Source: an optimization exercise on an open RTL-to-GDS flow (aim: small area). Production flows keep margins and buffers that such runs may drop.
The RTL was checked by simulation tests, not by an equivalence proof against the original design.
Power and IR drop assume default switching activity.

job 7361:
==> flow/design.v <==
package riscv_pkg;
  localparam int XLEN       = 32;
  localparam int REG_ADDR_W = 5;
  localparam int NUM_REGS   = 32;
  localparam logic [REG_ADDR_W-1:0] REG_ZERO = 5'd0;
  typedef logic [XLEN-1:0]       word_t;
  typedef logic [REG_ADDR_W-1:0] reg_addr_t;
endpackage
module rf_read_port #(
  parameter int XLEN  = riscv_pkg::XLEN,
  parameter int NREGS = riscv_pkg::NUM_REGS,
  parameter int AW    = riscv_pkg::REG_ADDR_W
) (
  input  logic [AW-1:0]   addr,
  input  logic [NREGS-1:1][XLEN-1:0] regs,
  output logic [XLEN-1:0] rd
);
  logic [NREGS-1:1] sel;
  always_comb begin
    for (int i = 1; i < NREGS; i++) begin
      sel[i] = (addr == AW'(i));
    end
  end
  for (genvar b = 0; b < XLEN; b++) begin : g_bit
    logic [NREGS-1:1] col;
    for (genvar r = 1; r < NREGS; r++) begin : g_row
      assign col[r] = regs[r][b];
    end
    rf_read_bit #(.NREGS(NREGS)) u_bit (
      .sel (sel),
      .col (col),
      .rd  (rd[b])
    );
  end
endmodule
module rf_read_bit #(
  parameter int NREGS = riscv_pkg::NUM_REGS
) (
  input  logic [NREGS-1:1] sel,
  input  logic [NREGS-1:1] col,
  output logic             rd
);
  localparam int NG = (NREGS - 2) / 3;
  logic [NG-1:0] grp_n;
  for (genvar g = 0; g < NG; g++) begin : g_grp
    rf_aoi222 u_aoi (
      .s0 (sel[3*g+1]), .d0 (col[3*g+1]),
      .s1 (sel[3*g+2]), .d1 (col[3*g+2]),
      .s2 (sel[3*g+3]), .d2 (col[3*g+3]),
      .y  (grp_n[g])
    );
  end
  rf_read_or #(.NG(NG)) u_or (
    .grp_n (grp_n),
    .s     (sel[NREGS-1]),
    .d     (col[NREGS-1]),
    .rd    (rd)
  );
endmodule
module rf_aoi222 (
  input  logic s0, d0, s1, d1, s2, d2,
  output logic y
);
  assign y = ~((s0 & d0) | (s1 & d1) | (s2 & d2));
endmodule
module rf_read_or #(
  parameter int NG = 10
) (
  input  logic [NG-1:0] grp_n,
  input  logic          s,
  input  logic          d,
  output logic          rd
);
  assign rd = ~(&grp_n) | (s & d);
endmodule
module reg_file #(
  parameter int XLEN  = riscv_pkg::XLEN,
  parameter int NREGS = riscv_pkg::NUM_REGS,
  parameter int AW    = riscv_pkg::REG_ADDR_W
) (
  input  logic            clk,
  input  logic            reset,
  input  logic [AW-1:0]   A1,
  input  logic [AW-1:0]   A2,
  input  logic [AW-1:0]   A3,
  input  logic [XLEN-1:0] WD3,
  input  logic            WE3,
  output logic [XLEN-1:0] RD1,
  output logic [XLEN-1:0] RD2
);
  logic [NREGS-1:1][XLEN-1:0] regs;
  logic [XLEN-1:0]            wd_g;    
  logic [NREGS-1:1]           ld;      
  logic [NREGS-1:1]           hold;    
  assign wd_g = reset ? '0 : WD3;
  always_comb begin
    for (int i = 1; i < NREGS; i++) begin
      ld[i]   = reset | (WE3 & (A3 == AW'(i)));
      hold[i] = ~ld[i];
    end
  end
  for (genvar r = 1; r < NREGS; r++) begin : g_row
    for (genvar b = 0; b < XLEN; b++) begin : g_bit
      rf_cell u_cell (
        .clk  (clk),
        .ld   (ld[r]),
        .hold (hold[r]),
        .d    (wd_g[b]),
        .q    (regs[r][b])
      );
    end
  end
  rf_read_port #(.XLEN(XLEN), .NREGS(NREGS), .AW(AW)) u_rd1 (
    .addr  (A1),
    .regs  (regs),
    .rd    (RD1)
  );
  rf_read_port #(.XLEN(XLEN), .NREGS(NREGS), .AW(AW)) u_rd2 (
    .addr  (A2),
    .regs  (regs),
    .rd    (RD2)
  );
endmodule
module rf_cell (
  input  logic clk,
  input  logic ld,
  input  logic hold,
  input  logic d,
  output logic q
);
  always_ff @(posedge clk) begin
    q <= (ld & d) | (hold & q);
  end
endmodule
clock: 8.0 ns
lec_check: 0
cap_margin: 5
core_margin: 2
core_utilization: 40
cts_buf_list: sky130_fd_sc_hd__clkbuf_8 sky130_fd_sc_hd__clkbuf_16
cts_cluster_diameter: 80
cts_cluster_size: 24
slew_margin: 5
synth_hierarchical: 1
cts_args: -sink_clustering_enable -repair_clock_nets -sink_clustering_size 24 -sink_clustering_max_diameter 80 -buf_list {sky130_fd_sc_hd__clkbuf_8 sky130_fd_sc_hd__clkbuf_16} -dont_use_dummy_load
buffer_ports_args: -buffer_cell sky130_fd_sc_hd__buf_2
standard.sh (not shown) runs the stock make flow with config.mk's settings and CLKGATE_MAP_FILE= SYNTH_SCRIPT=/design/flow/synth_recipe.tcl, a recipe that flattens the netlist after the stock synthesis.
==> flow/flow/run.sh <==
#!/bin/bash
# The standard layout, with two ORFS settings added to its config.mk:
#  - clock tree synthesis without dummy loads (same clustering as config.mk)
#  - port buffers of the small buf_2 cell instead of the default delay buffer
# The full ORFS output goes to standard.log; ORFS's own step logs stay under orfs/logs.
set -euo pipefail
cat >> config.mk <<'EOT'
export CTS_ARGS = -sink_clustering_enable -repair_clock_nets -sink_clustering_size 24 -sink_clustering_max_diameter 80 -buf_list {sky130_fd_sc_hd__clkbuf_8 sky130_fd_sc_hd__clkbuf_16} -dont_use_dummy_load
export BUFFER_PORTS_ARGS = -buffer_cell sky130_fd_sc_hd__buf_2
EOT
bash standard.sh > standard.log 2>&1
Job 7361 finished every stage; the final checks, however, were not passed, the failures being max-capacitance violations, max-slew violations.
Edits applied to the flow inputs when going from job 7361 to job 9895:
Settings: CAP_MARGIN: 5 -> 20; SLEW_MARGIN: 5 -> 20.
### Flow results
- Both conditions hold for job 9895: the flow ran to the end and the final layout passed the timing, design-rule and antenna checks.
- Core utilization, job 7361 and job 9895, higher one = job 9895.
- Part of the total power dissipated in sequential elements down 0.2 points in job 9895 wrt job 7361
- Arrival time reported for the critical path endpoint was higher in the run labelled job 7361.
- Against job 7361, job 9895 reports a routed wire length that is higher.
- Job 9895 has more setup slack than job 7361.
[inputs] job 4075 vs job 9895
Settings: changing BUFFER_PORTS_ARGS from -buffer_cell sky130_fd_sc_hd__buf_2 to -buffer_cell sky130_fd_sc_hd__buf_1; changing SLEW_MARGIN from 20 to 16; setting PLACE_DENSITY to 0.7 for the first time; changing CAP_MARGIN from 20 to 16.
==> flow/flow/run.sh <==
#!/bin/bash
# The standard layout, with two ORFS settings added to its config.mk:
#  - clock tree synthesis without dummy loads (same clustering as config.mk)
#  - port buffers of the small buf_1 cell instead of the default delay buffer
# The full ORFS output goes to standard.log; ORFS's own step logs stay under orfs/logs.
set -euo pipefail
cat >> config.mk <<'EOT'
export CTS_ARGS = -sink_clustering_enable -repair_clock_nets -sink_clustering_size 24 -sink_clustering_max_diameter 80 -buf_list {sky130_fd_sc_hd__clkbuf_8 sky130_fd_sc_hd__clkbuf_16} -dont_use_dummy_load
export BUFFER_PORTS_ARGS = -buffer_cell sky130_fd_sc_hd__buf_1
EOT
bash standard.sh > standard.log 2>&1
==> summary.txt <==
| number of buffers added on ports | job 9895 vs job 4075 | ≈ equal |. Looking at post-layout minimum cycle time across job 9895 and job 4075, the one that comes out lower is job 9895. Comparing job 9895 with job 4075, the worst-case hold slack came out essentially unchanged. Going from job 9895 to job 4075, share of power burned in registers grows by 0.6 points. Clock power, job 4075 vs job 9895: down slightly. Taking job 9895 as the reference, in job 4075 register fraction of the total cell area grew by 0.60 points; maximum vdd drop saw an increase; pin count of the biggest net entering global routing decreased 10%.
The following lists how job 2870 was set up differently from job 4075:
Settings: swapping 16 for 20 in SLEW_MARGIN; swapping 16 for 20 in CAP_MARGIN; clearing PLACE_DENSITY, which used to be 0.7.
==> comparison <==
Taking job 4075 as 1.0, job 2870 lands at 0.889 on pin count of the biggest net entering global routing.
As far as area taken by flip-flops and latches goes, job 2870 and job 4075 are indistinguishable; the numbers are identical.
Compared with job 4075, job 2870 ends up with a larger final cell area.
Global routing met3 resource utilization on job 2870 is down relative to job 4075.
Going from job 4075 to job 2870, number of logic inverters in the finished layout held; placed cell count -25; post-route total power increased 0.31%; number of flip-flops and latches in the synthesized netlist held steady.
Number of global-route vias before repair: job 2870 lower than job 4075
Diff job 4075 -> job 2870: sequential share of layout area dropped 0.23 points; post-route minimum period now larger.

## what the ideal ports hide
The results above use ideal ports. As a check the final layouts listed here were re-extracted and re-timed, cells and wires unchanged.
Step 1 sets driving cells, clkbuf_16 on the clock port and buf_2 on the other inputs (assumed; they add their load-dependent delay and slew).
Step 2 times the ports against the registers' clock, not the clock port: input delays grow and output delays shrink by t, the midpoint of the rising clock arrivals with the driver on.
Slacks: no drivers / after step 1 / after step 2; pairs: no drivers / after step 1.
run | t, ns | setup slack, ns | worst setup path at the end | slew at the worst register clock pin (ns) | cell pins on the clock port's net
job 7361 | 0.709 | 1.490 / 1.456 / 1.456 | input to output | 0.10 / 0.10 | 1
job 9895 | 0.709 | 1.523 / 1.488 / 1.488 | input to output | 0.11 / 0.11 | 1
job 4075 | 0.700 | 1.362 / 1.238 / 1.238 | input to output | 0.10 / 0.10 | 1
job 2870 | 0.713 | 1.321 / 1.288 / 1.288 | input to output | 0.10 / 0.10 | 1
The setup slack of job 4075, which loses most, moves by -0.124 ns with the drivers and by -0.124 ns with both steps.
